From an optimization exercise on the open Yosys and OpenROAD flow, aimed at small area; shortcuts taken in it are not production practice. In this exercise RTL edits were held to simulation tests only and were not proved equivalent to the original.

== nickel ==
==> flow/design.v (excerpt) <==
module inmux_top #(
   parameter int IWIDTH     = 8,  
   parameter int SRAM_ADR_W = 6   
) (
   input  logic                         clk,
   input  logic                         reset,
   input  logic [inmux_pkg::DATA_W-1:0] dat_o,         
   input  logic [IWIDTH-1:0]            dat_i,         
   input  logic [inmux_pkg::DATA_W-1:0] adr,           
   input  logic                         sra_msb,
   input  logic                         sa00,
   input  logic                         stb,           
   input  logic                         sram_stb,      
   input  logic                         we,
   input  logic [inmux_pkg::DATA_W-1:0] wdat,
   input  logic                         io_ack,
   input  logic                         irq_ext,
   input  logic                         irq_timer,
   input  logic                         tick_pulse,
   input  logic                         retire_pulse,
   output logic [inmux_pkg::DATA_W-1:0] di,
   output logic [inmux_pkg::DATA_W-1:0] rdee,
   output logic                         sysregack,
   output logic                         sram_ack,
   output logic                         irq_pending
);
Size in the first run: roughly 4300 cells after synthesis, roughly 2100 flip-flops, about 180 I/O pins, roughly 77000 um^2 of cells after synthesis.
==> flow/config.mk <==
export PLATFORM = sky130hd
export DESIGN_NAME = inmux_top
export DESIGN_NICKNAME = inmux_top
export VERILOG_FILES = /design/flow/design.v
export SDC_FILE = /design/flow/constraint.sdc
export NUM_CORES = 4
export LEC_CHECK = 0
export CAP_MARGIN = 20
export CORE_MARGIN = 2
export CORE_UTILIZATION = 75
export SLEW_MARGIN = 20
==> flow/constraint.sdc <==
create_clock -name core_clock -period 5.0 [get_ports {clk}]
set_input_delay 1.0000 -clock core_clock [delete_from_list [all_inputs] [get_ports {clk}]]
set_output_delay 1.0000 -clock core_clock [all_outputs]
set_load 0.01 [all_outputs]
standard.sh (not shown) runs the stock make flow with config.mk's settings and CLKGATE_MAP_FILE= SYNTH_SCRIPT=/design/flow/synth_recipe.tcl, a recipe that flattens the netlist after the stock synthesis.
==> flow/flow/run.sh <==
#!/bin/bash
# Layout flow: the standard ORFS flow with two changes
#  - port buffers use the smallest buffer cell (repair_design upsizes any that need it)
#  - clock tree: clkbuf_8 buffers, at most 18 sinks per cluster, no dummy loads
set -euo pipefail
WORK=$(pwd)
export BUFFER_PORTS_ARGS="-buffer_cell sky130_fd_sc_hd__buf_1"
export CTS_ARGS="-sink_clustering_enable -repair_clock_nets -dont_use_dummy_load -buf_list sky130_fd_sc_hd__clkbuf_8 -sink_clustering_size 18 -sink_clustering_max_diameter 60"
bash standard.sh finish > "$WORK/standard_flow.log" 2>&1
Having completed the whole flow, nickel delivered a layout that passed the timing, design-rule and antenna checks.
What ember does differently from nickel at the input level:
--- a/flow/flow/run.sh
+++ b/flow/flow/run.sh
@@ -2 +2,2 @@
-# Layout flow: the standard ORFS flow with two changes
+# Layout flow: the standard ORFS flow (standard.sh, unchanged synthesis)
+# with these changes to the steps after synthesis:
@@ -4,0 +6,2 @@
+#  - flow/dont_use.tcl keeps large buffers and large gates out of placement,
+#    resizing, CTS and global-route repair
@@ -8,0 +12,3 @@
+for step in GLOBAL_PLACE RESIZE CTS GLOBAL_ROUTE; do
+   export PRE_${step}_TCL="$WORK/flow/dont_use.tcl"
+done
==> flow/flow/dont_use.tcl (new file) <==
# Extra don't-use list for the steps after synthesis: no large buffers, no
# delay cells, and no logic gates above drive strength 1. Repair then fixes
# slew and load with chains of small buffers and keeps gates small.
set_dont_use {sky130_fd_sc_hd__buf_12 sky130_fd_sc_hd__buf_16 sky130_fd_sc_hd__bufinv_16 sky130_fd_sc_hd__bufinv_8 sky130_fd_sc_hd__buf_8 sky130_fd_sc_hd__clkdlybuf4s* sky130_fd_sc_hd__buf_6}
foreach c [get_lib_cells sky130_fd_sc_hd__*] {
  set n [get_name $c]
  if {[regexp {clkbuf|clkinv|__buf_|__inv_} $n]} continue
  if {[regexp {_(2|4|8|12|16)$} $n]} { set_dont_use $c }
}
--- outcome ---
nickel has lower total number of nets in the final design than ember. ember vs. nickel: least setup slack across all paths after layout went down by 0.55 ns. Cmp ember vs nickel: number of antenna violations at the first check in global routing higher in ember. ember against nickel: cell area lost 1500 um^2, data arrival time at the worst-slack endpoint picked up an extra 0.68 ns, number of cells in the design after placement picked up an extra 170, count of flip-flops with a built-in enable after synthesis neither gained nor lost much. ember: flow completed, timing, DRC and antenna clean. nickel has higher first-pass GRT wire length than ember. ember vs nickel on placement-stage worst setup slack: ember is the lower one.
Changes in juniper relative to ember:
--- a/flow/flow/run.sh
+++ b/flow/flow/run.sh
@@ -3,0 +4,2 @@
+#  - flow/restructure.tcl re-maps the combinational logic for area once the
+#    synthesized netlist is read (registers untouched)
@@ -5 +7 @@
-#  - clock tree: clkbuf_8 buffers, at most 18 sinks per cluster, no dummy loads
+#  - clock tree: clkbuf_8 buffers, at most 16 sinks per cluster, no dummy loads
@@ -9,0 +12 @@
+export POST_SYNTH_TCL="$WORK/flow/restructure.tcl"
@@ -11 +14 @@
-export CTS_ARGS="-sink_clustering_enable -repair_clock_nets -dont_use_dummy_load -buf_list sky130_fd_sc_hd__clkbuf_8 -sink_clustering_size 18 -sink_clustering_max_diameter 60"
+export CTS_ARGS="-sink_clustering_enable -repair_clock_nets -dont_use_dummy_load -buf_list sky130_fd_sc_hd__clkbuf_8 -sink_clustering_size 16 -sink_clustering_max_diameter 50"
==> flow/flow/restructure.tcl (new file) <==
# Runs after the standard synthesis netlist is read, before floorplan:
# re-map the combinational logic for area with OpenROAD's restructure (ABC).
# Registers are not touched.
set_dont_use $::env(DONT_USE_CELLS)
file mkdir $::env(OBJECTS_DIR)/rmp
report_design_area
restructure -target area -liberty_file [lindex $::env(LIB_FILES) 0] \
  -tielo_port sky130_fd_sc_hd__conb_1/LO -tiehi_port sky130_fd_sc_hd__conb_1/HI \
  -work_dir $::env(OBJECTS_DIR)/rmp -abc_logfile $::env(OBJECTS_DIR)/rmp/abc.log
report_design_area
==> comparison <==
Compared with ember, in juniper floorplan row count saw a decrease; initial antenna violation count saw an increase; register-to-register setup slack saw an increase; fraction of area in multi-input gates saw a decrease. Startpoint of the most critical setup path = adr[2]: juniper; startpoint of the most critical setup path = adr[3]: ember.

[what the ideal ports hide]
Ports are ideal in the flow. The routed layouts listed here were re-timed in OpenROAD.
Step 1 sets driving cells, clkbuf_16 on the clock port and buf_2 on the other inputs (assumed; they add their load-dependent delay and slew).
Step 2 also shifts input and output timing later by t, the mid clock arrival at the registers, as if the neighbouring blocks saw the same clock.
Slacks: ideal ports / drivers / drivers and shift; pairs: ideal ports / drivers.
| run | t (ns) | setup WS [ns] | worst setup path after step 2 | worst data-port slew with drivers (ns) |
|---|---|---|---|---|
| nickel | 0.964 | 0.961 / 1.016 / 0.052 | input to register | 0.16 |
| ember | 0.977 | 0.412 / 0.454 / -0.523 | input to register | 0.26 |
| juniper | 0.974 | 0.642 / 0.538 / -0.436 | input to register | 0.23 |
With both steps, setup timing fails in ember and juniper, where it was met with ideal ports. The setup slack of juniper, which loses most, moves by -0.104 ns with the drivers and by -1.078 ns with both steps.
